This is an optimization exercise on Yosys and OpenROAD, whose aim is small area, a short achievable clock period and few clock cycles per item, not a production implementation. At most, simulation tests tie the RTL to the original design; equivalence was not proved. For runs 1 to 3, only the layout was checked, not whether the RTL still works. No activity file was given, so power comes from the tool's default toggle rates.

==> design/flow/design.v <==
`timescale 1ns/1ps
`default_nettype none
package systolic_pkg;
	localparam int DATA_W = 8;
	localparam int N_ROWS = 3;
	localparam int N_COLS = 4;
	localparam int N_OBLI = N_ROWS + N_COLS - 1;
endpackage
`default_nettype wire
`timescale 1ns/1ps
`default_nettype none
module booth_cs (
	input wire logic [3:0] one,
	input wire logic [3:0] two,
	input wire logic [3:0] neg,
	input wire logic [7:0] o,
	output logic [7:0] s,
	output logic [7:0] c,
	output logic [1:0] e
);
	wire p0_0, p0_1, p0_2, p0_3, p0_4, p0_5, p0_6, p0_7, p1_0, p1_1, p1_2, p1_3, p1_4, p1_5, p2_0, p2_1, p2_2, p2_3, p3_0, p3_1;
	wire t1, t2, t3, t4, t5, t6, t7, t8, t9, t10, t11, t12, t13, t14, t15, t16, t17, t18, t19, t20, t21;
	assign p0_0 = ((one[0] & o[0]) | 1'b0) ^ neg[0];
	assign p0_1 = ((one[0] & o[1]) | (two[0] & o[0])) ^ neg[0];
	assign p0_2 = ((one[0] & o[2]) | (two[0] & o[1])) ^ neg[0];
	assign p0_3 = ((one[0] & o[3]) | (two[0] & o[2])) ^ neg[0];
	assign p0_4 = ((one[0] & o[4]) | (two[0] & o[3])) ^ neg[0];
	assign p0_5 = ((one[0] & o[5]) | (two[0] & o[4])) ^ neg[0];
	assign p0_6 = ((one[0] & o[6]) | (two[0] & o[5])) ^ neg[0];
	assign p0_7 = ((one[0] & o[7]) | (two[0] & o[6])) ^ neg[0];
	assign p1_0 = ((one[1] & o[0]) | 1'b0) ^ neg[1];
	assign p1_1 = ((one[1] & o[1]) | (two[1] & o[0])) ^ neg[1];
	assign p1_2 = ((one[1] & o[2]) | (two[1] & o[1])) ^ neg[1];
	assign p1_3 = ((one[1] & o[3]) | (two[1] & o[2])) ^ neg[1];
	assign p1_4 = ((one[1] & o[4]) | (two[1] & o[3])) ^ neg[1];
	assign p1_5 = ((one[1] & o[5]) | (two[1] & o[4])) ^ neg[1];
	assign p2_0 = ((one[2] & o[0]) | 1'b0) ^ neg[2];
	assign p2_1 = ((one[2] & o[1]) | (two[2] & o[0])) ^ neg[2];
	assign p2_2 = ((one[2] & o[2]) | (two[2] & o[1])) ^ neg[2];
	assign p2_3 = ((one[2] & o[3]) | (two[2] & o[2])) ^ neg[2];
	assign p3_0 = ((one[3] & o[0]) | 1'b0) ^ neg[3];
	assign p3_1 = ((one[3] & o[1]) | (two[3] & o[0])) ^ neg[3];
	assign t1 = neg[1] ^ p0_2;
	assign t2 = neg[1] & p0_2;
	assign t3 = p0_3 ^ p1_1;
	assign t4 = p0_3 & p1_1;
	assign t5 = neg[2] ^ p0_4 ^ p1_2;
	assign t6 = (neg[2] & p0_4) | (neg[2] & p1_2) | (p0_4 & p1_2);
	assign t7 = p2_0 ^ t4;
	assign t8 = p2_0 & t4;
	assign t9 = p0_5 ^ p1_3 ^ p2_1;
	assign t10 = (p0_5 & p1_3) | (p0_5 & p2_1) | (p1_3 & p2_1);
	assign t11 = t8 ^ t6;
	assign t12 = t8 & t6;
	assign t13 = neg[3] ^ p0_6 ^ p1_4;
	assign t14 = (neg[3] & p0_6) | (neg[3] & p1_4) | (p0_6 & p1_4);
	assign t15 = p2_2 ^ p3_0 ^ t10;
	assign t16 = (p2_2 & p3_0) | (p2_2 & t10) | (p3_0 & t10);
	assign t17 = t13 ^ t12;
	assign t18 = t13 & t12;
	assign t19 = p0_7 ^ p1_5;
	assign t20 = p2_3 ^ p3_1;
	assign t21 = t19 ^ t20;
	assign s[0] = p0_0;
	assign c[0] = neg[0];
	assign s[1] = p0_1;
	assign c[1] = 1'b0;
	assign s[2] = p1_0;
	assign c[2] = t1;
	assign s[3] = t2;
	assign c[3] = t3;
	assign s[4] = t5;
	assign c[4] = t7;
	assign s[5] = t9;
	assign c[5] = t11;
	assign s[6] = t15;
	assign c[6] = t17;
	assign s[7] = t21;
	assign c[7] = t14;
	assign e[0] = t16;
	assign e[1] = t18;
endmodule
module add4_cs (
	input wire logic [7:0] a_s,
	input wire logic [7:0] a_c,
	input wire logic [7:0] b_s,
	input wire logic [7:0] b_c,
	output logic [7:0] s,
	output logic [7:0] c
);
	wire t1, t2, t3, t4, t5, t6, t7, t8, t9, t10, t11, t12, t13, t14, t15, t16, t17, t18, t19, t20, t21, t22, t23, t24, t25, t26, t27, t28, t29, t30;
	assign t1 = a_s[0] ^ a_c[0] ^ b_s[0];
	assign t2 = (a_s[0] & a_c[0]) | (a_s[0] & b_s[0]) | (a_c[0] & b_s[0]);
	assign t3 = a_s[1] ^ a_c[1] ^ b_s[1];
	assign t4 = (a_s[1] & a_c[1]) | (a_s[1] & b_s[1]) | (a_c[1] & b_s[1]);
	assign t5 = b_c[1] ^ t2;
	assign t6 = b_c[1] & t2;
	assign t7 = a_s[2] ^ a_c[2] ^ b_s[2];
	assign t8 = (a_s[2] & a_c[2]) | (a_s[2] & b_s[2]) | (a_c[2] & b_s[2]);
	assign t9 = b_c[2] ^ t4 ^ t7;
	assign t10 = (b_c[2] & t4) | (b_c[2] & t7) | (t4 & t7);
	assign t11 = a_s[3] ^ a_c[3] ^ b_s[3];
	assign t12 = (a_s[3] & a_c[3]) | (a_s[3] & b_s[3]) | (a_c[3] & b_s[3]);
	assign t13 = b_c[3] ^ t8 ^ t11;
	assign t14 = (b_c[3] & t8) | (b_c[3] & t11) | (t8 & t11);
	assign t15 = a_s[4] ^ a_c[4] ^ b_s[4];
	assign t16 = (a_s[4] & a_c[4]) | (a_s[4] & b_s[4]) | (a_c[4] & b_s[4]);
	assign t17 = b_c[4] ^ t12 ^ t15;
	assign t18 = (b_c[4] & t12) | (b_c[4] & t15) | (t12 & t15);
	assign t19 = a_s[5] ^ a_c[5] ^ b_s[5];
	assign t20 = (a_s[5] & a_c[5]) | (a_s[5] & b_s[5]) | (a_c[5] & b_s[5]);
	assign t21 = b_c[5] ^ t16 ^ t19;
	assign t22 = (b_c[5] & t16) | (b_c[5] & t19) | (t16 & t19);
	assign t23 = a_s[6] ^ a_c[6] ^ b_s[6];
	assign t24 = (a_s[6] & a_c[6]) | (a_s[6] & b_s[6]) | (a_c[6] & b_s[6]);
	assign t25 = b_c[6] ^ t20 ^ t23;
	assign t26 = (b_c[6] & t20) | (b_c[6] & t23) | (t20 & t23);
	assign t27 = a_s[7] ^ a_c[7] ^ b_s[7];
	assign t28 = (a_s[7] & a_c[7]) | (a_s[7] & b_s[7]) | (a_c[7] & b_s[7]);
	assign t29 = b_c[7] ^ t24 ^ t27;
	assign t30 = (b_c[7] & t24) | (b_c[7] & t27) | (t24 & t27);
	assign s[0] = b_c[0];
	assign c[0] = t1;
	assign s[1] = t3;
	assign c[1] = t5;
	assign s[2] = t6;
	assign c[2] = t9;
	assign s[3] = t10;
	assign c[3] = t13;
	assign s[4] = t14;
	assign c[4] = t17;
	assign s[5] = t18;
	assign c[5] = t21;
	assign s[6] = t22;
	assign c[6] = t25;
	assign s[7] = t26;
	assign c[7] = t29;
endmodule
`default_nettype wire
`timescale 1ns/1ps
`default_nettype none
module systolic_top (
	input wire logic clk,
	input wire logic rst,
	input wire logic [23:0] horz_data,
	input wire logic [2:0] horz_we,
	output logic [2:0] horz_wrdy,
	input wire logic [47:0] obli_data,
	input wire logic [5:0] obli_we,
	output logic [5:0] obli_wrdy,
	output logic [7:0] dout,
	output logic dout_en
);
	logic [7:0] hl [3];
	logic [2:0] hl_e;
	logic [7:0] ol [6];
	logic [5:0] ol_e;
	logic [7:0] hw [3];
	logic [2:0] hw_v;
	logic [3:0] c0;
	logic s0_v, s1_v;
	logic [3:0] s0_c, s1_c;
	logic [7:0] p_s [3];
	logic [7:0] p_c [3];
	logic [1:0] p_e [3];
	logic a_d, v2_d;
	logic [7:0] q0, q1;
	logic [7:0] o_op [3];
	logic [7:0] m_s [3];
	logic [7:0] m_c [3];
	logic [1:0] m_e [3];
	logic [7:0] t_q0, t_q1, t_y;
	logic av0, av1, av2;
	logic adv, go0;
	logic [2:0] fin, hw_ld;
	logic [5:0] o_use;
	logic [3:0] enc_one [3];
	logic [3:0] enc_two [3];
	logic [3:0] enc_neg [3];
	always_comb begin
		for (int r = 0; r < 3; r++) begin
			o_op[r] = '0;
		end
		av0 = 1'b0;
		av1 = 1'b0;
		av2 = 1'b0;
		for (int c = 0; c < 4; c++) begin
			o_op[0] = o_op[0] | ({8{c0[c]}} & ol[c]);
			o_op[1] = o_op[1] | ({8{s0_c[c]}} & ol[c + 1]);
			o_op[2] = o_op[2] | ({8{s1_c[c]}} & ol[c + 2]);
			av0 = av0 | (c0[c] & ~ol_e[c]);
			av1 = av1 | (s0_c[c] & ~ol_e[c + 1]);
			av2 = av2 | (s1_c[c] & ~ol_e[c + 2]);
		end
		av0 = av0 & hw_v[0];
		av1 = av1 & hw_v[1];
		av2 = av2 & hw_v[2];
		adv = ~(~c0[0] & ~av0) & ~(s0_v & ~av1) & ~(s1_v & ~av2);
		go0 = adv & av0;
		o_use = '0;
		for (int c = 0; c < 4; c++) begin
			o_use[c] = o_use[c] | (go0 & c0[c]);
			o_use[c + 1] = o_use[c + 1] | (adv & s0_v & s0_c[c]);
			o_use[c + 2] = o_use[c + 2] | (adv & s1_v & s1_c[c]);
		end
		fin[0] = go0 & c0[3];
		fin[1] = adv & s0_v & s0_c[3];
		fin[2] = adv & s1_v & s1_c[3];
		for (int r = 0; r < 3; r++) begin
			hw_ld[r] = ~hl_e[r] & (~hw_v[r] | fin[r]);
		end
	end
	assign t_q0 = p_s[0] + p_c[0];
	assign t_q1 = q0 + p_s[1] + p_c[1];
	assign t_y = q1 + p_s[2] + p_c[2];
	always_comb begin
		for (int r = 0; r < 3; r++) begin
			for (int i = 0; i < 4; i++) begin
				logic b2, b1, b0;
				b2 = hw[r][2*i+1];
				b1 = hw[r][2*i];
				b0 = (i == 0) ? 1'b0 : hw[r][2*i-1];
				enc_one[r][i] = b1 ^ b0;
				enc_two[r][i] = (b2 & ~b1 & ~b0) | (~b2 & b1 & b0);
				enc_neg[r][i] = b2 & ~(b1 & b0);
			end
		end
	end
	always_ff @(posedge clk) begin
		if (!rst) begin
			hl_e <= '1;
			ol_e <= '1;
			hw_v <= '0;
			c0 <= 4'b0001;
			s0_v <= 1'b0;
			s1_v <= 1'b0;
			a_d <= 1'b0;
			v2_d <= 1'b0;
			dout_en <= 1'b0;
		end else begin
			hl_e <= (hl_e & ~horz_we) | hw_ld;
			ol_e <= (ol_e & ~obli_we) | o_use;
			hw_v <= hw_ld | (hw_v & ~fin);
			if (go0) c0 <= {c0[2:0], c0[3]};
			if (adv) begin
				s0_v <= go0;
				s1_v <= s0_v;
			end
			a_d <= adv;
			v2_d <= adv & s1_v;
			dout_en <= v2_d;
		end
	end
	always_ff @(posedge clk) begin
		for (int r = 0; r < 3; r++) begin
			if (horz_we[r]) hl[r] <= horz_data[8*r +: 8];
			if (hw_ld[r]) hw[r] <= hl[r];
			p_s[r] <= m_s[r];
			p_c[r] <= m_c[r];
			p_e[r] <= m_e[r];
		end
		for (int k = 0; k < 6; k++) begin
			if (obli_we[k]) ol[k] <= obli_data[8*k +: 8];
		end
		if (adv) begin
			s0_c <= c0;
			s1_c <= s0_c;
		end
		if (a_d) begin
			q0 <= t_q0 ^ {^p_e[0], 7'd0};
			q1 <= t_q1 ^ {^p_e[1], 7'd0};
		end
		dout <= t_y ^ {^p_e[2], 7'd0};
	end
	for (genvar r = 0; r < 3; r++) begin : g_row
		booth_cs u_mul (
			.one(enc_one[r]),
			.two(enc_two[r]),
			.neg(enc_neg[r]),
			.o(o_op[r]),
			.s(m_s[r]),
			.c(m_c[r]),
			.e(m_e[r])
		);
	end
	assign horz_wrdy = hl_e;
	assign obli_wrdy = ol_e;
endmodule
`default_nettype wire
==> design/flow/flow/run.sh <==
#!/bin/bash
# Standard layout (the standard.sh: standard synthesis through finish),
# with one change: ports get a small plain buffer (buf_1/buf_2) rather than
# the delay buffer buffer_ports picks by default. Every input and output port
# is still buffered, and the resizer may still upsize these buffers.
set -euo pipefail
export BUFFER_PORTS_ARGS="-buffer_cell sky130_fd_sc_hd__buf_1"
bash standard.sh finish > standard_sh.log 2>&1
==> design/flow/standard.sh <==
#!/bin/bash
# synth_recipe.tcl (not shown) runs the flow's synth.tcl, then flattens the netlist and writes it again
# the make line also repeats each setting of config.mk as NAME=value (left out here)
make -C /OpenROAD-flow-scripts/flow DESIGN_CONFIG=/design/flow/config.mk WORK_HOME=/design/flow/orfs CLKGATE_MAP_FILE= SYNTH_SCRIPT=/design/flow/synth_recipe.tcl "${@:-finish}"
==> design/flow/config.mk <==
export PLATFORM = sky130hd
export DESIGN_NAME = systolic_top
export DESIGN_NICKNAME = systolic_top
export VERILOG_FILES = /design/flow/design.v
export SDC_FILE = /design/flow/constraint.sdc
export NUM_CORES = 4
export LEC_CHECK = 0
export CAP_MARGIN = 20
export CORE_MARGIN = 2
export CORE_UTILIZATION = 40
export CTS_BUF_LIST = sky130_fd_sc_hd__clkbuf_8
export CTS_CLUSTER_DIAMETER = 100
export CTS_CLUSTER_SIZE = 30
export SETUP_SLACK_MARGIN = 2.8
export SLEW_MARGIN = 20
==> design/flow/constraint.sdc <==
create_clock -name core_clock -period 5.0 [get_ports {clk}]
set_input_delay 1.0000 -clock core_clock [delete_from_list [all_inputs] [get_ports {clk}]]
set_output_delay 1.0000 -clock core_clock [all_outputs]
set_load 0.01 [all_outputs]
==> reports/results.ini, run 1 <==
[status]
status = timing/DRC/antenna clean

[setup_path]
r2r-start = hw[1][1]
crit_fanout = 5
critPathRequiredTime_ns = 5.36
reg2reg_depth = 9
worstSetupPathType = flip-flop to flip-flop
crit_path_end_kind = flip-flop
startpoint = hw[1][1]
startpoint_type = flip-flop
critPathArrivalTime_ns = 2.68

[power_and_ir_drop]
p_sw_mw = 1.803
internal-power_mw = 3.613
p_per_area_nw_per_um2 = 464.7
finalPower_mw = 5.416
power_leakage_nw = 4.490
peakVddDrop_mv = 0.2177
power.share.clock_pct = 19.8
switching_share_pct = 33.29
pwr-share-seq_pct = 42.7
comb_power_share_pct = 37.5

[grt]
grt_pass1_wl_mm = 32.68
antenna_found_initial = 0
grt_use_met3_pct = 3.639
gr-usage-met1_pct = 23.46
overflow = 0
grt_use_total_pct = 17.73
grt_pass1_vias = 6014
grt_most_used_layer = met2
grt_use_met2_pct = 29.50
grt_max_degree = 21

[finish]
diodes = 0
final_cells = 1213
nets = 1069
final_util_pct = 51.32
areaGrowthSynthToFinish_pct = 25.93
drive_gt1_share_pct = 29.53

[floorplan]
row_count = 55
pin_count = 101
core_um2 = 22710
dieWidth_um = 156.1
die-height_um = 156.1
dieArea_um2 = 24370
initial_core_util_pct = 40.75

[worst_hold_path]
min_from = hl[0][0]
whs_path_depth = 0
hold_path_class = flip-flop to flip-flop

[placement]
gp_congestion = 0.9574
hpwlAfterDp_mm = 14.72
port_buffers = 100
place_inst = 1084

[logic_synthesis]
synth_area_leader_cell = edfxtp_1
yosys-top-cells-area = edfxtp_1 39%, dfxtp_1 17%, xnor2_1 7.0%
synth_edf_count = 120
synth_flop_cell = edfxtp_1
ys_types = 49
syn_nets = 880
ys_top_cells_by_count = 120 x edfxtp_1, 80 x dfxtp_1, 74 x xnor2_1, 66 x a22oi_1, 58 x nand2_1
synth_seq_area_share_pct = 56.24
ys_async_sr_fraction_pct = 0
netlist_instances = 726
synth_top_cell_area_share_pct = 38.93
synth-seq-cells = 200
post-synth-top-count-cell = edfxtp_1
ys_warn_count = 24
netlist_area_um2 = 9255
avgSynthCellArea_um2 = 12.75

[clock_tree]
cts.reportedPaths.clkPinSlew_ns = 0.12
htreeDepth = 4
cts_tree = done
numCtsBuffers = 17
cts_sinks = 200
insertion_delay_ns = 0.48
cts_hold_repair.buffers = 0
cts_root_buffer = clkbuf_8
clk_path_buf_depth = 2

[timing]
fin_hold_ws_ns = 0.4230
hold_viol = 0
slew_violations = 0
worst_pin_slew_ns = 0.7559
rsz0062_at_grt = yes
fin_crit_sh_pct = 46.41
setup_viol = 0
slew_headroom_pct = 49.61
fin_skew_ns = 0.02753
setup_tns_ns = 0
fmax_ghz = 0.4309
fin_crit_ns = 2.321

[drt]
wirelength_mm = 21.37
avgRoutedWirePerCell_um = 17.62
dr.pass1.iters = 5
drc = 0
route.vias.total = 6046
dr.first_iter.drc_count = 361
drtAntennaViolNets = 0
via_per_inst = 4.984

[run]
cap_violations = 0

[flip-flops by register name, summed over array words and instances, names as in the netlist, 4 cells and up]
signal  count
s0_c        4
s1_c        4
q0          8
ol_e        6
p_c        21
q1          8
hw         24
p_s        24
hl         24
p_e         6
c0          4
dout        8
ol         48
[layout make-up]
cell class,count,area [um^2]
Timing Repair Buffer,198,1155
Clock inverter,14,175.2
Tap cell,285,356.6
Clock buffer,18,247.7
Inverter,49,191.4
Multi-Input combinational cell,449,4308
Fill cell,1947,11050
Sequential cell,200,5221
[metal layers]
layer | vias up | share of wire (%)
li1 | 2962 | -
met1 | 2877 | 45
met2 | 183 | 49
met3 | 24 | 4.4
met4 | 0 | 1.8
met5 | - | 0
[placed cells by master (no fill, tap or decap), types with 20 or more instances in the layout]
cell type | synthesis | layout
nand2_1 | 58 | 42
buf_4 | 6 | 85
xor2_1 | 23 | 20
dfxtp_1 | 80 | 73
ha_1 | 45 | 37
a22oi_2 | 1 | 42
xnor2_1 | 74 | 70
edfxtp_1 | 120 | 120
a22oi_1 | 66 | 25
inv_1 | 48 | 39
buf_1 | 1 | 99
[path summary, 6_finish.rpt]
check	to	slack, ns
worst max-delay path	p_c[1][6]	2.68
worst min-delay path	hw[0][0]	0.42
worst max register to register	p_c[1][6]	2.68
worst min register to register	hw[0][0]	0.42
[logic make-up after synthesis]
kind of cell / after synthesis / synth area share, %
flops: 200 / 56.24
compound gates: 157 / 12.26
simple gates: 122 / 6.611
xor+xnor: 97 / 9.179
buf+inv: 77 / 3.785
fa+ha+maj: 71 / 11.71
mux: 2 / 0.2163
[per-stage QoR]
step	cell area, um^2	worst slack (ns)
6_report	11650	2.679
2_1_floorplan	9269	2.754
5_1_grt	11650	2.606
3_3_place_gp	9844	2.336
3_5_place_dp	9844	2.251
4_1_cts	11100	2.705
[power by group through the flow]
stage	logic, mW	clock network, mW	registers, mW
after CTS	1.90	1.10	2.31
after detailed placement	1.66	0	2.37
final	2.03	1.07	2.31
after floorplan	1.31	0	2.30
after global placement	1.65	0	2.36
after global routing	2.28	1.17	2.35
[repair_timing]
action	in CTS	in global routing
setup buffers	62	35
endpoints found under the setup margin	57	47
pin swaps	39	47
resized for setup	109	73
[critical path, cell delays in order, from the launching register on]
cell and delay (ns):
edfxtp_1 0.47, nand2b_1 0.22, o22ai_4 0.26, buf_4 0.16
a22oi_2 0.07, xor2_2 0.18, fa_2 0.39, inv_1 0.07
ha_1 0.16, ha_2 0.27
==> run 2, diff against run 1 <==
--- a/design/flow/config.mk
+++ b/design/flow/config.mk
@@ -10,6 +10,5 @@
 export CORE_UTILIZATION = 40
-export CTS_BUF_LIST = sky130_fd_sc_hd__clkbuf_8
 export CTS_CLUSTER_DIAMETER = 100
-export CTS_CLUSTER_SIZE = 30
-export SETUP_SLACK_MARGIN = 2.8
+export CTS_CLUSTER_SIZE = 40
+export SETUP_SLACK_MARGIN = 2.6
 export SLEW_MARGIN = 20
==> run 2 against run 1 <==
Against the previous run:
- critical path depth shrank 3
- combinational power shrank 9%
- worst setup slack got worse by 0.029 ns
- register-to-register slack got worse by 0.03 ns
- via count decreased by 3.8%
- highest routed layer unchanged
- non-clock buffer count decreased by 51
- global-route usage decreased by 1.6 points
- wire length is 9.2% lower
- cell count down 4.2%
- die area stayed put
==> reports/results.ini, run 2 <==
[setup_path]
worstSetupPathType = flip-flop to flip-flop
startpoint = ol[2][2]
crit_fanout = 6  ; +1
crit_path_end_kind = flip-flop
path_cells = a22oi_1 > nand2_2 > a22oi_1 > xnor2_1 > fa_1 > fa_1
critPathArrivalTime_ns = 2.65  ; -0.03 ns
reg2reg_to = p_s[0][6]
r2r-start = ol[2][2]
critPathRequiredTime_ns = 5.30  ; -0.06 ns
cp_slowest_cell = edfxtp_1
reg2reg_depth = 6  ; -3
worstSetupEndpoint = p_s[0][6]
rrSetupSlack_ns = 2.65  ; -0.03 ns
slowest_delay_ns = 0.49  ; +0.02 ns
startpoint_type = flip-flop

[logic_synthesis]
synth-seq-cells = 200  ; unchanged
post-synth-top-count-cell = edfxtp_1
netlist_area_um2 = 9255  ; unchanged
netlist_instances = 726  ; unchanged
synth_area_leader_cell = edfxtp_1
synth_top_cell_area_share_pct = 38.93  ; unchanged
ys_top_cells_by_count = 120 x edfxtp_1, 80 x dfxtp_1, 74 x xnor2_1, 66 x a22oi_1, 58 x nand2_1
synth_edf_count = 120  ; unchanged
ys_async_sr_fraction_pct = 0  ; unchanged
ys_types = 49  ; unchanged
synth_seq_area_share_pct = 56.24  ; unchanged
avgSynthCellArea_um2 = 12.75  ; unchanged
syn_nets = 880  ; unchanged
synth_flop_cell = edfxtp_1
yosys-top-cells-area = edfxtp_1 39%, dfxtp_1 17%, xnor2_1 7.0%
ys_warn_count = 24  ; unchanged

[timing]
fin_skew_ns = 0.01075  ; -0.01678 ns
fin_hold_ws_ns = 0.4214  ; -0.001585 ns
fmax_ghz = 0.4256  ; -1.2%
rsz0062_at_grt = yes
hold_viol = 0  ; unchanged
slew_headroom_pct = 47.86  ; -1.7 points
setup_tns_ns = 0  ; unchanged
fin_crit_sh_pct = 46.99  ; +0.58 points
worst_pin_slew_ns = 0.7811  ; +0.02517 ns
fin_crit_ns = 2.350  ; +0.02911 ns
slew_violations = 0  ; unchanged
setup_slack_ns = 2.650  ; -0.02911 ns
setup_viol = 0  ; unchanged

[clock_tree]
clk_path_buf_depth = 2  ; unchanged
cts.reportedPaths.clkPinSlew_ns = 0.07  ; -0.05 ns
htreeDepth = 4  ; unchanged
insertion_delay_ns = 0.43  ; -0.05 ns
cts_sinks = 200  ; unchanged
cts_hold_repair.buffers = 0  ; unchanged
cts_root_buffer = clkbuf_16
numCtsBuffers = 17  ; unchanged
cts_tree = done

[floorplan]
row_count = 55  ; unchanged
pin_count = 101  ; unchanged
dieArea_um2 = 24370  ; unchanged
die-height_um = 156.1  ; unchanged
dieWidth_um = 156.1  ; unchanged
core_um2 = 22710  ; unchanged
initial_core_util_pct = 40.75  ; unchanged

[finish]
diodes = 0  ; unchanged
final_common_cell = edfxtp_1
fill_cells = 2009  ; +3.2%
drive_gt1_share_pct = 17.45  ; -12 points
multiInputGateArea_um2 = 3968  ; -7.9%
layout_common_cells = 120 x edfxtp_1, 100 x buf_1, 76 x dfxtp_1, 73 x xnor2_1, 53 x a22oi_1
largest_register_ffs = 48  ; unchanged
areaGrowthSynthToFinish_pct = 18.87
nets = 1018  ; -4.8%
largest-register = ol
final_util_pct = 48.45  ; -2.9 points
final-seq-area_um2 = 5210  ; -0.22%

[placement]
hpwlAfterDp_mm = 14.50  ; -1.5%
pre_cts_slack_ns = 2.252  ; +0.001340 ns
port_buffers = 100  ; unchanged
gp_congestion = 0.8792  ; -8.2%

[drt]
wirelength_mm = 19.41  ; -9.2%
dr.first_iter.drc_count = 355  ; -1.7%
drc = 0  ; unchanged
via_per_inst = 5.006  ; +0.44%
dr.pass1.iters = 5  ; unchanged
drtAntennaViolNets = 0  ; unchanged
route.vias.total = 5817  ; -3.8%
avgRoutedWirePerCell_um = 16.70  ; -5.2%

[grt]
grt_max_degree = 20  ; -4.8%
grt_pass1_vias = 5464  ; -9.1%
grt_use_total_pct = 16.10  ; -1.6 points
antenna_found_initial = 0  ; unchanged
grt_pass1_wl_mm = 29.57  ; -9.5%
overflow = 0  ; unchanged

[power_and_ir_drop]
peakVddDrop_mv = 0.2288  ; +5.1%
power_leakage_nw = 4.235  ; -5.7%
p_per_area_nw_per_um2 = 496.6  ; +6.9%

[status]
status = timing/DRC/antenna clean

[worst_hold_path]
whs_path_depth = 0  ; unchanged
hold_path_class = flip-flop to flip-flop

[run]
cap_violations = 0  ; unchanged

-- run 2: where the power goes --
part	switching (mW)	internal, mW
clock network	0.634	0.662
registers	0.179	2.14
logic	0.924	0.927
-- run 2: cells by family (layout without fill, tap and decap cells) --
family | count (synthesis) | after routing | synth area share (%)
multiplexers | 2 | 2 | 0.2163
AND/OR/NAND/NOR | 122 | 122 | 6.611
buffers and inverters | 77 | 228 | 3.785
flip-flops | 200 | 200 | 56.24
AO/OA/AOI/OAI | 157 | 157 | 12.26
adder cells (fa/ha/maj) | 71 | 71 | 11.71
XOR/XNOR | 97 | 97 | 9.179
-- run 2: layout make-up --
type,instances,area share (%)
Sequential cell,200,47.36
Tap cell,285,3.241
Clock inverter,14,1.160
Multi-Input combinational cell,449,36.06
Clock buffer,18,3.901
Inverter,49,1.695
Timing Repair Buffer,147,6.585
-- run 2: metal layers --
layer / up-vias / wire (um) / share of wire [%] / track usage (%)
li1: 2861 / - / - / -
met1: 2757 / 8911 / 46 / 21.52
met2: 177 / 9453 / 49 / 27.20
met3: 22 / 811 / 4.2 / 3.194
met4: 0 / 228 / 1.2 / 3.626
met5: - / 0 / 0 / 0
-- run 2: worst min-delay path by stage --
| stage | end | from | slack, ns |
|---|---|---|---|
| after global routing | hw[2][1] | hl[2][1] | 0.43 |
| after floorplan | p_c[0][0] | hw[0][1] | 0.39 |
| after global placement | hw[0][7] | hl[0][7] | 0.40 |
| final | hw[0][7] | hl[0][7] | 0.42 |
| after CTS | hw[2][7] | hl[2][7] | 0.42 |
| after detailed placement | hw[2][7] | hl[2][7] | 0.40 |
-- run 2: worst max-delay path, delay by kind of cell (launching register included) --
kind | cells | cell delay [ns]
flip-flops | 1 | 0.49
XOR/XNOR | 1 | 0.12
AO/OA/AOI/OAI | 2 | 0.54
AND/OR/NAND/NOR | 1 | 0.16
adder cells (fa/ha/maj) | 2 | 0.91
-- run 2: metrics by stage --
step / power, mW / cells / cell area [um^2]
after global routing: 5.823 / 1162 / 11000
after floorplan: 3.607 / 726 / 9255
after detailed placement: 4.026 / 1084 / 9831
after CTS: 5.403 / 1142 / 10640
final: 5.464 / 1162 / 11000
after global placement: 3.996 / 1084 / 9831
-- run 2: repair_timing --
action | in CTS | in global routing
resized for setup | 19 | 59
pin swaps | 3 | 18
setup buffers | 26 | 20
endpoints found under the setup margin | 40 | 40
==> run 3, diff against run 2 <==
--- a/design/flow/config.mk
+++ b/design/flow/config.mk
@@ -9,5 +9,6 @@
 export CORE_MARGIN = 2
-export CORE_UTILIZATION = 40
+export CORE_UTILIZATION = 60
+export CTS_BUF_LIST = sky130_fd_sc_hd__clkbuf_8
 export CTS_CLUSTER_DIAMETER = 100
-export CTS_CLUSTER_SIZE = 40
+export CTS_CLUSTER_SIZE = 30
 export SETUP_SLACK_MARGIN = 2.6
==> run 3 against run 2 <==
Against the previous run:
- still clean
- synthesized area unchanged
- die area decreased by 33%
- sequential power hardly changed
- non-clock buffer count is 10 higher
- fmax shrank 3.2%
- largest cell class unchanged
- largest power group unchanged
==> reports/results.ini, run 3 <==
[status]
status = timing/DRC/antenna clean

[drt]
drc = 0  ; unchanged
dr.first_iter.drc_count = 519  ; +46%
route.vias.total = 5977  ; +2.8%
avgRoutedWirePerCell_um = 17.94  ; +7.4%
dr.pass1.iters = 5  ; unchanged
via_per_inst = 5.560  ; +11%
drtAntennaViolNets = 0  ; unchanged
wirelength_mm = 19.29  ; -0.61%

[timing]
fin_crit_ns = 2.428  ; +0.07815 ns
slew_headroom_pct = 50.78  ; +2.9 points
fin_crit_sh_pct = 48.56  ; +1.6 points
slew_violations = 0  ; unchanged
fmax_ghz = 0.4119  ; -3.2%
fin_skew_ns = 0.02044  ; +0.009683 ns
hold_viol = 0  ; unchanged
setup_tns_ns = 0  ; unchanged
worst_pin_slew_ns = 0.7373  ; -0.04374 ns
setup_viol = 0  ; unchanged
rsz0062_at_grt = yes
fin_hold_ws_ns = 0.4319  ; +0.01049 ns

[setup_path]
crit_fanout = 6  ; unchanged
crit_path_end_kind = flip-flop
worstSetupPathType = flip-flop to flip-flop
r2r-start = s1_c[1]
rrSetupSlack_ns = 2.57  ; -0.08 ns
reg2reg_to = p_s[2][6]
worstSetupEndpoint = p_s[2][6]
startpoint = s1_c[1]
slowest_delay_ns = 0.45  ; -0.04 ns
critPathRequiredTime_ns = 5.34  ; +0.04 ns
startpoint_type = flip-flop
cp_slowest_cell = edfxtp_1
path_cells = buf_4 > a22oi_1 > nand2_2 > a22oi_1 > xnor2_1 > fa_1 > fa_1
reg2reg_depth = 7  ; +1
critPathArrivalTime_ns = 2.77  ; +0.12 ns

[finish]
final_area_um2 = 10860  ; -1.3%
nets = 1028  ; +0.98%
drive_gt1_share_pct = 18.49  ; +1.0 points
largest-register = ol
diodes = 0  ; unchanged
fill_cells = 1046  ; -48%
layout_common_cells = 120 x edfxtp_1, 100 x buf_1, 76 x dfxtp_1, 74 x xnor2_1, 52 x buf_4
final_common_cell = edfxtp_1
areaGrowthSynthToFinish_pct = 17.29
largest_register_ffs = 48  ; unchanged

[placement]
port_buffers = 100  ; unchanged
gp_congestion = 0.8696  ; -1.1%
hpwlAfterDp_mm = 14.03  ; -3.2%
post_dp_cell_area_um2 = 9702  ; -1.3%

[power_and_ir_drop]
p_sw_mw = 1.757  ; +1.1%
power_leakage_nw = 4.237  ; about the same
comb_power_share_pct = 36.4  ; +2.5 points
finalPower_mw = 5.221  ; -4.4%
p_per_area_nw_per_um2 = 481.0  ; -3.2%
peakVddDrop_mv = 0.3612  ; +58%
power.share.clock_pct = 19.3  ; -4.4 points
internal-power_mw = 3.465  ; -7.0%
switching_share_pct = 33.64  ; +1.9 points
pwr-share-seq_pct = 44.3  ; +1.9 points

[logic_synthesis]
netlist_instances = 726  ; unchanged
synth_edf_count = 120  ; unchanged
ys_warn_count = 24  ; unchanged
synth_seq_area_share_pct = 56.24  ; unchanged
ys_async_sr_fraction_pct = 0  ; unchanged
post-synth-top-count-cell = edfxtp_1
netlist_area_um2 = 9255  ; unchanged
synth_top_cell_area_share_pct = 38.93  ; unchanged
synth_flop_cell = edfxtp_1
ys_types = 49  ; unchanged
yosys-top-cells-area = edfxtp_1 39%, dfxtp_1 17%, xnor2_1 7.0%
avgSynthCellArea_um2 = 12.75  ; unchanged
syn_nets = 880  ; unchanged
synth-seq-cells = 200  ; unchanged
synth_area_leader_cell = edfxtp_1
ys_top_cells_by_count = 120 x edfxtp_1, 80 x dfxtp_1, 74 x xnor2_1, 66 x a22oi_1, 58 x nand2_1

[clock_tree]
cts_sinks = 200  ; unchanged
numCtsBuffers = 17  ; unchanged
cts_tree = done
clk_path_buf_depth = 2  ; unchanged
insertion_delay_ns = 0.47  ; +0.04 ns
htreeDepth = 4  ; unchanged
cts.reportedPaths.clkPinSlew_ns = 0.12  ; +0.05 ns
cts_root_buffer = clkbuf_8
cts_hold_repair.buffers = 0  ; unchanged

[floorplan]
core_um2 = 15150  ; -33%
dieWidth_um = 128.2  ; -18%
pin_count = 101  ; unchanged
initial_core_util_pct = 61.11  ; +20 points
dieArea_um2 = 16440  ; -33%
die-height_um = 128.2  ; -18%
row_count = 45  ; -18%

[grt]
grt_pass1_vias = 5580  ; +2.1%
grt_max_degree = 22  ; +10%
grt_pass1_wl_mm = 29.43  ; -0.49%
antenna_found_initial = 0  ; unchanged
overflow = 0  ; unchanged
grt_use_total_pct = 23.76  ; +7.7 points

[run]
cap_violations = 0  ; unchanged

[worst_hold_path]
hold_path_class = flip-flop to flip-flop

run 3: cell count changes in the layout (fill, tap and decap cells not counted), sizes merged:
cell          previous run  this run
buf                    144       153
clkbuf                  21        20
dlymetal6s2s             0         1
inv                     59        61
clkinv                   2         3
clkinvlp                 2         0
run 3: repair_timing:
| action | in CTS | in global routing |
|---|---|---|
| buffers inserted | 22 | 35 |
| pin swaps | 2 | 20 |
| gates resized for setup | 24 | 60 |
| setup endpoints to repair | 41 | 41 |
run 3: how the worst min path moves through the flow:
| stage | from | to | slack, ns | depth (start not counted) |
|---|---|---|---|---|
| after floorplan | hw[0][1] | p_c[0][0] | 0.39 | 0 |
| after global placement | hl[1][2] | hw[1][2] | 0.40 | 0 |
| after detailed placement | hl[1][2] | hw[1][2] | 0.40 | 0 |
| after CTS | hl[1][6] | hw[1][6] | 0.43 | 0 |
| after global routing | hl[0][5] | hw[0][5] | 0.44 | 0 |
| final | hl[1][4] | hw[1][4] | 0.43 | 0 |
run 3: layout make-up:
class	count	area [um^2]	area share, %
Tap cell	188	235.2	2.167
Sequential cell	200	5210	47.99
Multi-Input combinational cell	449	4023	37.06
Inverter	49	191.4	1.763
Clock inverter	15	163.9	1.510
Timing Repair Buffer	157	798.3	7.354
Clock buffer	17	234.0	2.155
run 3: layer usage:
layer	wire (um)	part of all wire [%]	track usage (%)
met1	8906	46	33.61
met3	925	4.8	5.301
met5	0	0	0
met2	9012	47	36.89
met4	442	2.3	7.434
run 3: logic make-up after synthesis:
logic type / share of synthesized area (%)
buffers and inverters: 3.785
muxes: 0.2163
DFF: 56.24
adders and majority gates: 11.71
AOI/OAI and AO/OA: 12.26
and+or+nand+nor: 6.611
xor gates and xnor gates: 9.179
run 3: critical path: cells and delay by family, from the launching register on:
| family | cells | cell delay (ns) |
|---|---|---|
| buffers and inverters | 1 | 0.18 |
| xor gates and xnor gates | 1 | 0.11 |
| DFF | 1 | 0.45 |
| and+or+nand+nor | 1 | 0.17 |
| AOI/OAI and AO/OA | 2 | 0.50 |
| adders and majority gates | 2 | 0.86 |
run 3: through the flow:
| step | cells | worst slack [ns] | utilization [%] |
|---|---|---|---|
| after floorplan | 726 | 2.662 | - |
| after global routing | 1075 | 2.503 | 71.67 |
| final | 1075 | 2.572 | 71.67 |
| after detailed placement | 986 | 2.194 | 64.06 |
| after global placement | 986 | 2.307 | 64.06 |
| after CTS | 1040 | 2.582 | 68.32 |
run 3: power groups by stage:
stage                     Sequential (mW)  Combinational (mW)  Clock, mW
after floorplan                      2.30                1.31          0
after global placement               2.36                1.61          0
after detailed placement             2.36                1.67          0
after CTS                            2.32                1.75       1.03
after global routing                 2.35                2.15       1.10
final                                2.31                1.90       1.01
==> run 4, diff against run 3 <==
--- a/design/flow/design.v
+++ b/design/flow/design.v
@@ -179,2 +179,3 @@
 	logic [3:0] enc_neg [3];
+	assign s0_c = {c0[0], c0[3:1]};
 	always_comb begin
@@ -265,3 +266,2 @@
 		if (adv) begin
-			s0_c <= c0;
 			s1_c <= s0_c;
--- a/design/flow/config.mk
+++ b/design/flow/config.mk
@@ -9,3 +9,3 @@
 export CORE_MARGIN = 2
-export CORE_UTILIZATION = 60
+export CORE_UTILIZATION = 40
 export CTS_BUF_LIST = sky130_fd_sc_hd__clkbuf_8
==> run 4 against run 3 <==
Against the previous run:
- still clean
- highest routed layer unchanged
- largest cell class unchanged
- design area shrank 2.7%
- wire length shrank 5.1%
- non-clock buffer count shrank 20
==> reports/results.ini, run 4 <==
[status]
status = timing/DRC/antenna clean

[drt]
drc = 0  ; unchanged
dr.pass1.iters = 4  ; -1
avgRoutedWirePerCell_um = 16.12  ; -10%
via_per_inst = 4.912  ; -12%
drtAntennaViolNets = 0  ; unchanged
wirelength_mm = 18.30  ; -5.1%
route.vias.total = 5575  ; -6.7%
dr.first_iter.drc_count = 268  ; -48%

[logic_synthesis]
ys_async_sr_fraction_pct = 0  ; unchanged
synth-seq-cells = 196  ; -2.0%
synth_seq_area_share_pct = 56.44  ; +0.21 points
syn_nets = 861  ; -2.2%
post-synth-top-count-cell = edfxtp_1
ys_types = 54  ; +10%
synth_edf_count = 116  ; -3.3%
ys_top_cells_by_count = 116 x edfxtp_1, 80 x dfxtp_1, 80 x xnor2_1, 61 x nand2_1, 50 x a22oi_1
synth_top_cell_area_share_pct = 38.67  ; -0.27 points
netlist_instances = 707  ; -2.6%
avgSynthCellArea_um2 = 12.74  ; about the same
yosys-top-cells-area = edfxtp_1 39%, dfxtp_1 18%, xnor2_1 7.8%
synth_area_leader_cell = edfxtp_1
ys_warn_count = 24  ; unchanged
netlist_area_um2 = 9009  ; -2.7%
synth_flop_cell = edfxtp_1

[placement]
port_buffers = 100  ; unchanged
hpwlAfterDp_mm = 13.51  ; -3.8%
place_inst = 1067  ; +8.2%
post_dp_cell_area_um2 = 9634  ; -0.70%
pre_cts_slack_ns = 2.225  ; +0.03100 ns
gp_congestion = 0.8871  ; +2.0%

[timing]
hold_viol = 0  ; unchanged
setup_tns_ns = 0  ; unchanged
fin_hold_ws_ns = 0.4167  ; -0.01515 ns
fin_crit_ns = 2.370  ; -0.05789 ns
fmax_ghz = 0.4220  ; +2.4%
worst_pin_slew_ns = 0.7388  ; +0.001465 ns
slew_violations = 0  ; unchanged
setup_viol = 0  ; unchanged
fin_crit_sh_pct = 47.40  ; -1.2 points
slew_headroom_pct = 50.68  ; -0.098 points
fin_skew_ns = 0.01762  ; -0.002818 ns
rsz0062_at_grt = yes
setup_slack_ns = 2.630  ; +0.05789 ns

[power_and_ir_drop]
finalPower_mw = 4.806  ; -7.9%
power_leakage_nw = 4.079  ; -3.7%
p_per_area_nw_per_um2 = 455.2  ; -5.4%
peakVddDrop_mv = 0.2094  ; -42%

[setup_path]
r2r-start = s1_c[2]
crit_fanout = 6  ; unchanged
rrSetupSlack_ns = 2.63  ; +0.06 ns
path_cells = buf_4 > a22oi_1 > nand2_1 > xor2_1 > nand2_1 > o21ai_0 > fa_2 > fa_1
crit_path_end_kind = flip-flop
cpMostUsedCell = nand2_1
worstSetupPathType = flip-flop to flip-flop
slowest_delay_ns = 0.53  ; +0.08 ns
startpoint_type = flip-flop
cp_slowest_cell = edfxtp_1
reg2reg_to = p_s[2][6]
reg2reg_depth = 8  ; +1
critPathArrivalTime_ns = 2.72  ; -0.05 ns
critPathRequiredTime_ns = 5.35  ; about the same

[finish]
final-seq-area_um2 = 5090  ; -2.3%
final_area_um2 = 10560  ; -2.7%
final_util_pct = 48.09  ; -24 points
layout_common_cells = 116 x edfxtp_1, 100 x buf_1, 80 x xnor2_1, 76 x dfxtp_1, 56 x nand2_1
diodes = 0  ; unchanged
multiInputGateArea_um2 = 3908  ; -2.9%
final_common_cell = edfxtp_1
fill_cells = 1988  ; +90%
largest_register_ffs = 48  ; unchanged
final_cells = 1135  ; +5.6%
areaGrowthSynthToFinish_pct = 17.21  ; about the same
largest-register = ol
nets = 996  ; -3.1%
drive_gt1_share_pct = 16.61  ; -1.9 points

[worst_hold_path]
whs_path_depth = 0  ; unchanged
min_from = hl[0][3]
holdPathEnd = hw[0][3]
hold_path_class = flip-flop to flip-flop

[grt]
antenna_found_initial = 0  ; unchanged
grt_pass1_wl_mm = 28.35  ; -3.7%
overflow = 0  ; unchanged
grt_pass1_vias = 5398  ; -3.3%
grt_max_degree = 25  ; +14%
grt_use_total_pct = 15.60  ; -8.2 points

[clock_tree]
cts.reportedPaths.clkPinSlew_ns = 0.11  ; about the same
cts_hold_repair.buffers = 0  ; unchanged
cts_tree = done
htreeDepth = 4  ; unchanged
clk_path_buf_depth = 2  ; unchanged
numCtsBuffers = 17  ; unchanged
cts_sinks = 196  ; -2.0%
insertion_delay_ns = 0.47  ; about the same
cts_root_buffer = clkbuf_8

[floorplan]
core_um2 = 21960  ; +45%
dieArea_um2 = 23740  ; +44%
die-height_um = 154.1  ; +20%
initial_core_util_pct = 41.03  ; -20 points
dieWidth_um = 154.1  ; +20%
row_count = 54  ; +20%
pin_count = 101  ; unchanged

[run]
cap_violations = 0  ; unchanged

==> run 4: cell count changes in the layout (fill, tap and decap cells not counted), moves of 4 or more <==
cell and change:
and2b_2 +4, o22ai_1 +10, nand2_1 +11, o21ai_0 -7, nand3_4 +4, a22oi_1 -17, xnor2_1 +6, xor2_1 -6
a22o_1 -6, buf_4 -20, edfxtp_1 -4, nor2b_2 -4, nand2_2 -6
==> run 4: final cells by class <==
type	instances	share of cell area (%)
Multi-Input combinational cell	440	37.01
Clock inverter	15	1.185
Sequential cell	196	48.20
Timing Repair Buffer	137	6.269
Inverter	50	1.801
Tap cell	280	3.318
Clock buffer	17	2.216
==> run 4: how the worst max path moves through the flow <==
stage / startpoint / end / cells after the start / slack, ns
global placement: c0[0] / hw[0][6] / 5 / 2.24
detailed placement: c0[0] / hw[0][5] / 5 / 2.23
global route: s1_c[2] / p_c[2][6] / 9 / 2.55
floorplan: q0[0] / q1[7] / 12 / 2.66
finish: s1_c[2] / p_s[2][6] / 8 / 2.63
CTS: ol[1][2] / p_s[0][6] / 6 / 2.59
==> run 4: routing by layer <==
layer / wire length (um) / track usage [%] / vias to the layer above / part of all wire, %
met1: 8427 / 20.94 / 2633 / 46
met2: 8790 / 25.11 / 148 / 48
met4: 321 / 6.142 / 0 / 1.8
li1: - / - / 2768 / -
met3: 762 / 2.959 / 26 / 4.2
met5: 0 / 0 / - / 0
==> run 4: report_power, final <==
group | switching (mW) | total, mW | leakage, nW | internal, mW
Clock | 0.584 | 0.943 | 0.182 | 0.359
Combinational | 0.800 | 1.62 | 2.10 | 0.822
Sequential | 0.163 | 2.24 | 1.80 | 2.08
==> run 4: cells by family after synthesis <==
logic type,count (synthesis),synth area share [%]
compound gates,140,11.18
xor+xnor,97,9.431
flops,196,56.44
simple gates,129,7.278
fa+ha+maj,71,12.03
mux,3,0.3333
buf+inv,71,3.305
==> run 4: timing repair <==
item,in CTS,in global routing
buffers inserted,6,30
pin swaps,5,18
setup endpoints to repair,41,31
gates resized for setup,29,45
==> run 4: worst max-delay path: cells and delay by family (launching register included) <==
family	cells	cell delay [ns]
adders and majority gates	2	0.85
buffers and inverters	1	0.19
AOI/OAI and AO/OA	2	0.31
xor gates and xnor gates	1	0.16
and+or+nand+nor	2	0.20
DFF	1	0.53
Testbench counts of run 4, summed over its fixed seeds: cycles 3,917, sets 960.
==> run 5, diff against run 4 <==
--- a/design/flow/config.mk
+++ b/design/flow/config.mk
@@ -11,4 +11,4 @@
 export CTS_BUF_LIST = sky130_fd_sc_hd__clkbuf_8
-export CTS_CLUSTER_DIAMETER = 100
-export CTS_CLUSTER_SIZE = 30
+export CTS_CLUSTER_DIAMETER = 50
+export CTS_CLUSTER_SIZE = 20
 export SETUP_SLACK_MARGIN = 2.6
==> run 5 against run 4 <==
Against the previous run:
- sequential share of layout area stayed put
- cell count stayed put
- fmax unchanged
- register-to-register slack about the same
- wire length is the same
- utilization unchanged
- count of clock-buffer cells in the layout did not move
- largest power group unchanged
==> reports/results.ini, run 5 <==
[clock_tree]
clk_path_buf_depth = 2  ; unchanged
cts_tree = done
cts_root_buffer = clkbuf_8
cts_hold_repair.buffers = 0  ; unchanged
cts_sinks = 196  ; unchanged
cts.reportedPaths.clkPinSlew_ns = 0.11  ; about the same
numCtsBuffers = 17  ; unchanged
insertion_delay_ns = 0.47  ; about the same
htreeDepth = 4  ; unchanged

[drt]
dr.first_iter.drc_count = 268  ; unchanged
route.vias.total = 5575  ; unchanged
via_per_inst = 4.912  ; unchanged
avgRoutedWirePerCell_um = 16.12  ; unchanged
drc = 0  ; unchanged
dr.pass1.iters = 4  ; unchanged
wirelength_mm = 18.30  ; unchanged
drtAntennaViolNets = 0  ; unchanged

[logic_synthesis]
synth_top_cell_area_share_pct = 38.67  ; unchanged
netlist_instances = 707  ; unchanged
synth_seq_area_share_pct = 56.44  ; unchanged
netlist_area_um2 = 9009  ; unchanged
yosys-top-cells-area = edfxtp_1 39%, dfxtp_1 18%, xnor2_1 7.8%
ys_top_cells_by_count = 116 x edfxtp_1, 80 x dfxtp_1, 80 x xnor2_1, 61 x nand2_1, 50 x a22oi_1
synth_area_leader_cell = edfxtp_1
post-synth-top-count-cell = edfxtp_1
avgSynthCellArea_um2 = 12.74  ; unchanged
ys_types = 54  ; unchanged
synth_edf_count = 116  ; unchanged
synth_flop_cell = edfxtp_1
syn_nets = 861  ; unchanged
ys_warn_count = 24  ; unchanged
synth-seq-cells = 196  ; unchanged
ys_async_sr_fraction_pct = 0  ; unchanged

[run]
cap_violations = 0  ; unchanged

[timing]
rsz0062_at_grt = yes
setup_tns_ns = 0  ; unchanged
fin_crit_sh_pct = 47.40  ; unchanged
worst_pin_slew_ns = 0.7388  ; unchanged
slew_headroom_pct = 50.68  ; unchanged
hold_viol = 0  ; unchanged
slew_violations = 0  ; unchanged
setup_viol = 0  ; unchanged
fmax_ghz = 0.4220  ; unchanged
fin_skew_ns = 0.01762  ; unchanged
fin_crit_ns = 2.370  ; unchanged

[status]
status = timing/DRC/antenna clean

[setup_path]
critPathRequiredTime_ns = 5.35  ; about the same
cp_num_buf_inv = 1  ; unchanged
rrSetupSlack_ns = 2.63  ; about the same
path_delay_family = adder cells
cpMostUsedCell = nand2_1
crit_path_end_kind = flip-flop
path_depth = 8  ; unchanged
slowest_delay_ns = 0.53  ; about the same
cp_slowest_cell = edfxtp_1
crit_fanout = 6  ; unchanged
worstSetupEndpoint = p_s[2][6]
startpoint_type = flip-flop
reg2reg_to = p_s[2][6]
critPathArrivalTime_ns = 2.72  ; about the same
worstSetupPathType = flip-flop to flip-flop
r2r-start = s1_c[2]
path_cells = buf_4 > a22oi_1 > nand2_1 > xor2_1 > nand2_1 > o21ai_0 > fa_2 > fa_1
startpoint = s1_c[2]
reg2reg_depth = 8  ; unchanged

[grt]
grt_pass1_wl_mm = 28.35  ; unchanged
antenna_found_initial = 0  ; unchanged
grt_pass1_vias = 5398  ; unchanged
grt_max_degree = 25  ; unchanged
grt_use_total_pct = 15.60  ; unchanged
overflow = 0  ; unchanged

[placement]
port_buffers = 100  ; unchanged
gp_congestion = 0.8871  ; unchanged
place_inst = 1067  ; unchanged
hpwlAfterDp_mm = 13.51  ; unchanged

[worst_hold_path]
hold_path_class = flip-flop to flip-flop

[floorplan]
pin_count = 101  ; unchanged
row_count = 54  ; unchanged
dieWidth_um = 154.1  ; unchanged
initial_core_util_pct = 41.03  ; unchanged
dieArea_um2 = 23740  ; unchanged
core_um2 = 21960  ; unchanged
die-height_um = 154.1  ; unchanged

[power_and_ir_drop]
comb_power_share_pct = 33.7  ; about the same
power.share.clock_pct = 19.6  ; about the same
pwr-share-seq_pct = 46.6  ; about the same
p_sw_mw = 1.547  ; unchanged
peakVddDrop_mv = 0.2094  ; unchanged
power_leakage_nw = 4.079  ; unchanged
finalPower_mw = 4.806  ; unchanged
p_per_area_nw_per_um2 = 455.2  ; unchanged
internal-power_mw = 3.260  ; unchanged
switching_share_pct = 32.18  ; unchanged

[finish]
drive_gt1_share_pct = 16.61  ; unchanged
nets = 996  ; unchanged
areaGrowthSynthToFinish_pct = 17.21  ; unchanged
diodes = 0  ; unchanged
largest_register_ffs = 48  ; unchanged
fill_cells = 1988  ; unchanged
final_cells = 1135  ; unchanged
final_common_cell = edfxtp_1
layout_common_cells = 116 x edfxtp_1, 100 x buf_1, 80 x xnor2_1, 76 x dfxtp_1, 56 x nand2_1
largest-register = ol

[run 5: area by class of cell]
class	count	area [um^2]	area share (%)
inverters	50	190.2	1.801
flip-flops and latches	196	5090	48.20
clock inverters	15	125.1	1.185
well taps	280	350.3	3.318
repair buffers	137	661.9	6.269
clock buffers	17	234.0	2.216
multi-input cells	440	3908	37.01
[run 5: worst min-delay path by stage]
stage               cells after the start  startpoint   endpoint
CTS                                     0    hl[0][3]   hw[0][3]
global placement                        0    hl[1][6]   hw[1][6]
detailed placement                      0    hl[0][3]   hw[0][3]
global route                            0    hl[0][4]   hw[0][4]
floorplan                               0    hw[2][1]  p_c[2][0]
finish                                  0    hl[0][3]   hw[0][3]
[run 5: worst reg2reg max path, cell delays in order (launching register included)]
cell	delay, ns
edfxtp_1	0.53
buf_4	0.19
a22oi_1	0.17
nand2_1	0.14
xor2_1	0.16
nand2_1	0.06
o21ai_0	0.14
fa_2	0.42
fa_1	0.43
[run 5: layer usage]
layer / up-vias / part of all wire [%] / track usage, %
met5: - / 0 / 0
met2: 148 / 48 / 25.11
met1: 2633 / 46 / 20.94
met3: 26 / 4.2 / 2.959
li1: 2768 / - / -
met4: 0 / 1.8 / 6.142
[run 5: cell families after synthesis]
| group | after synthesis | synth area share [%] |
|---|---|---|
| muxes | 3 | 0.3333 |
| AOI/OAI and AO/OA | 140 | 11.18 |
| buffers and inverters | 71 | 3.305 |
| and+or+nand+nor | 129 | 7.278 |
| DFF | 196 | 56.44 |
| adders and majority gates | 71 | 12.03 |
| xor gates and xnor gates | 97 | 9.431 |
[run 5: per-stage QoR]
stage	area (um^2)	setup WS [ns]	util, %	hold slack (ns)
5_1_grt	10560	2.550	48.09	0.4263
6_report	10560	2.630	48.09	0.4167
4_1_cts	10140	2.593	46.19	0.4177
3_3_place_gp	9634	2.235	43.87	0.4044
3_5_place_dp	9634	2.225	43.87	0.4045
2_1_floorplan	9009	2.663	-	0.3843
[run 5: what timing repair did]
item | in CTS | in global routing
gates resized for setup | 29 | 45
buffers inserted | 6 | 30
endpoints found under the setup margin | 41 | 31
pin swaps | 5 | 18
hold endpoints to repair | 0 | 0
[run 5: power groups by stage]
stage          logic [mW]  registers (mW)  clock network, mW
2_1_floorplan        1.20            2.23                  0
3_3_place_gp         1.47            2.29                  0
3_5_place_dp         1.50            2.29                  0
4_1_cts              1.54            2.25              0.970
5_1_grt              1.86            2.27               1.04
6_report             1.62            2.24              0.943
==> run 6, diff against run 5 <==
--- a/design/flow/config.mk
+++ b/design/flow/config.mk
@@ -7,2 +7,3 @@
 export LEC_CHECK = 0
+export ABC_AREA = 1
 export CAP_MARGIN = 20
==> run 6 against run 5 <==
Against the previous run:
- worst setup slack gained 0.034 ns
- synthesized cell count grew 26%
- register-to-register slack gained 0.03 ns
- total power grew 2.3%
- critical path depth grew 1
- still clean
- clock power grew 4.5%
- via count grew 12%
- combinational power grew 3%
- critical endpoint unchanged
- hold slack gained 0.0068 ns
- utilization shrank 1.3 points
- wire length grew 5.5%
- first-iteration DRC count grew 11%
- critical path type unchanged
==> reports/results.ini, run 6 <==
[status]
status = timing/DRC/antenna clean

[placement]
gp_congestion = 0.9274  ; +4.5%
place_inst = 1289  ; +21%
pre_cts_slack_ns = 2.324  ; +0.09915 ns
port_buffers = 100  ; unchanged
post_dp_cell_area_um2 = 9997  ; +3.8%
hpwlAfterDp_mm = 14.94  ; +11%

[timing]
rsz0062_at_grt = yes
fin_skew_ns = 0.02167  ; +0.004047 ns
fin_crit_sh_pct = 46.72  ; -0.68 points
fin_hold_ws_ns = 0.4235  ; +0.006784 ns
setup_slack_ns = 2.664  ; +0.03379 ns
hold_viol = 0  ; unchanged
slew_headroom_pct = 51.00  ; +0.32 points
fin_crit_ns = 2.336  ; -0.03379 ns
fmax_ghz = 0.4281  ; +1.4%
worst_pin_slew_ns = 0.7340  ; -0.004780 ns
setup_tns_ns = 0  ; unchanged
setup_viol = 0  ; unchanged
slew_violations = 0  ; unchanged

[setup_path]
startpoint = s1_c[2]
reg2reg_to = p_s[2][6]
cp_slowest_cell = fa_1
startpoint_type = flip-flop
path_cells = buf_4 > buf_4 > nand2_1 > nand4_1 > inv_1 > o22ai_1 > xor2_1 > fa_1 > fa_1
crit_path_end_kind = flip-flop
critPathArrivalTime_ns = 2.67  ; -0.05 ns
critPathRequiredTime_ns = 5.34  ; about the same
slowest_delay_ns = 0.45  ; -0.08 ns
rrSetupSlack_ns = 2.66  ; +0.03 ns
worstSetupPathType = flip-flop to flip-flop
reg2reg_depth = 9  ; +1
r2r-start = s1_c[2]
crit_fanout = 5  ; -1

[logic_synthesis]
avgSynthCellArea_um2 = 10.48  ; -18%
syn_nets = 1046  ; +21%
synth_edf_count = 116  ; unchanged
ys_top_cells_by_count = 227 x nand2_1, 116 x edfxtp_1, 109 x inv_1, 80 x dfxtp_1, 68 x xor2_1
ys_warn_count = 24  ; unchanged
ys_async_sr_fraction_pct = 0  ; unchanged
yosys-top-cells-area = edfxtp_1 37%, dfxtp_1 17%, nand2_1 9.1%
netlist_instances = 892  ; +26%
post-synth-top-count-cell = nand2_1
synth_seq_area_share_pct = 54.38  ; -2.1 points
synth_area_leader_cell = edfxtp_1
synth-seq-cells = 196  ; unchanged
synth_top_cell_area_share_pct = 37.25  ; -1.4 points
netlist_area_um2 = 9350  ; +3.8%
synth_flop_cell = edfxtp_1
ys_types = 31  ; -43%

[finish]
fill_cells = 2167  ; +9.0%
diodes = 0  ; unchanged
largest-register = ol
final-seq-area_um2 = 5097  ; +0.15%
final_util_pct = 46.77  ; -1.3 points
final_area_um2 = 10650  ; +0.90%
multiInputGateArea_um2 = 3766  ; -3.6%
largest_register_ffs = 48  ; unchanged
final_common_cell = nand2_1
nets = 1179  ; +18%
layout_common_cells = 227 x nand2_1, 116 x edfxtp_1, 108 x inv_1, 100 x buf_1, 76 x dfxtp_1
final_cells = 1351  ; +19%
drive_gt1_share_pct = 9.152  ; -7.5 points
areaGrowthSynthToFinish_pct = 13.94

[floorplan]
row_count = 55  ; +1.9%
die-height_um = 156.9  ; +1.8%
core_um2 = 22780  ; +3.7%
pin_count = 101  ; unchanged
dieArea_um2 = 24610  ; +3.7%
initial_core_util_pct = 41.05  ; about the same
dieWidth_um = 156.9  ; +1.8%

[worst_hold_path]
whs_path_depth = 0  ; unchanged
hold_path_class = flip-flop to flip-flop
holdPathEnd = hw[1][0]
min_from = hl[1][0]

[clock_tree]
cts_root_buffer = clkbuf_8
numCtsBuffers = 17  ; unchanged
cts_sinks = 196  ; unchanged
htreeDepth = 4  ; unchanged
cts_tree = done
cts.reportedPaths.clkPinSlew_ns = 0.11  ; about the same
clk_path_buf_depth = 2  ; unchanged
insertion_delay_ns = 0.47  ; about the same

[drt]
avgRoutedWirePerCell_um = 14.30  ; -11%
drtAntennaViolNets = 0  ; unchanged
drc = 0  ; unchanged
route.vias.total = 6270  ; +12%
dr.pass1.iters = 5  ; +1
dr.first_iter.drc_count = 297  ; +11%
via_per_inst = 4.641  ; -5.5%
wirelength_mm = 19.32  ; +5.5%

[power_and_ir_drop]
power_leakage_nw = 4.669  ; +14%
p_per_area_nw_per_um2 = 461.4  ; +1.4%
finalPower_mw = 4.916  ; +2.3%
peakVddDrop_mv = 0.2516  ; +20%

[grt]
grt_pass1_vias = 6080  ; +13%
overflow = 0  ; unchanged
grt_use_total_pct = 16.47  ; +0.87 points
grt_pass1_wl_mm = 30.81  ; +8.7%
grt_max_degree = 23  ; -8.0%
antenna_found_initial = 0  ; unchanged

[run]
cap_violations = 0  ; unchanged

[run 6: cells by family after synthesis]
group / count (synthesis) / synth area share (%)
buf+inv: 129 / 5.821
flops: 196 / 54.38
fa+ha+maj: 71 / 11.59
compound gates: 85 / 5.433
simple gates: 332 / 15.38
xor+xnor: 79 / 7.400
[run 6: cell type report]
class,count,share of cell area (%)
multi-input combinational,567,35.35
clock inverter,15,1.386
timing repair buffer,130,5.567
inverter,113,3.981
clock buffer,17,2.196
sequential,196,47.84
tap,313,3.676
[run 6: worst max-delay path by stage]
stage	end	slack (ns)	cells past startpoint
floorplan	q1[7]	2.70	11
global placement	p_s[0][6]	2.37	7
detailed placement	p_s[0][6]	2.32	7
CTS	p_s[0][6]	2.55	7
global route	p_s[0][6]	2.55	7
finish	p_s[2][6]	2.66	9
[run 6: where the power goes]
part	switching (mW)	total (mW)	internal [mW]
registers	0.157	2.26	2.11
logic	0.927	1.67	0.741
clock network	0.576	0.985	0.409
[run 6: critical path, delay by kind of cell, from the launching register on]
kind | cells | cell delay [ns]
adder cells (fa/ha/maj) | 2 | 0.88
flip-flops | 1 | 0.40
AND/OR/NAND/NOR | 2 | 0.23
XOR/XNOR | 1 | 0.18
buffers and inverters | 3 | 0.42
AO/OA/AOI/OAI | 1 | 0.08
[run 6: layer usage]
layer / GRT usage, % / up-vias / wire length [um]
met5: 0 / - / 0
met4: 5.548 / 0 / 369
met3: 3.221 / 26 / 791
met2: 27.42 / 165 / 9231
met1: 21.57 / 2878 / 8922
li1: - / 3201 / -
[run 6: repair_timing]
action                                  in CTS  in global routing
pin swaps                                    0                  3
resized for setup                            6                 17
setup buffers                                6                 24
hold buffers                                 0                  0
endpoints found under the setup margin      37                 37
hold endpoints to repair                     0                  0

separate check: timing with driven ports:
In the flow no input, the clock included, has a driving cell. The finished layouts below were timed again as built, in two steps. Step 1 sets driving cells, clkbuf_16 on the clock port and buf_2 on the other inputs (assumed; they add their load-dependent delay and slew). Step 2 times the ports against the registers' clock, not the clock port: input delays grow and output delays shrink by t, the midpoint of the rising clock arrivals with the driver on. Slacks: no drivers / after step 1 / after step 2; pairs: no drivers / after step 1.
run | t, ns | setup slack, ns | latest minus earliest clock arrival (ns) | slew at the worst register clock pin (ns) | worst slew at a driven data input, ns
run 1 | 0.507 | 2.679 / 2.679 / 2.490 | 0.028 / 0.028 | 0.12 / 0.12 | 0.06
run 2 | 0.466 | 2.650 / 2.650 / 2.472 | 0.011 / 0.011 | 0.07 / 0.07 | 0.04
run 3 | 0.497 | 2.572 / 2.572 / 2.537 | 0.021 / 0.021 | 0.12 / 0.12 | 0.04
run 4 | 0.506 | 2.630 / 2.630 / 2.630 | 0.018 / 0.018 | 0.11 / 0.11 | 0.06
run 5 | 0.506 | 2.630 / 2.630 / 2.630 | 0.018 / 0.018 | 0.11 / 0.11 | 0.06
run 6 | 0.497 | 2.664 / 2.664 / 2.664 | 0.023 / 0.022 | 0.11 / 0.11 | 0.05
After both steps every run listed still meets setup and hold. The setup slack of run 1, which loses most, moves by 0.000 ns with the drivers and by -0.189 ns with both steps.
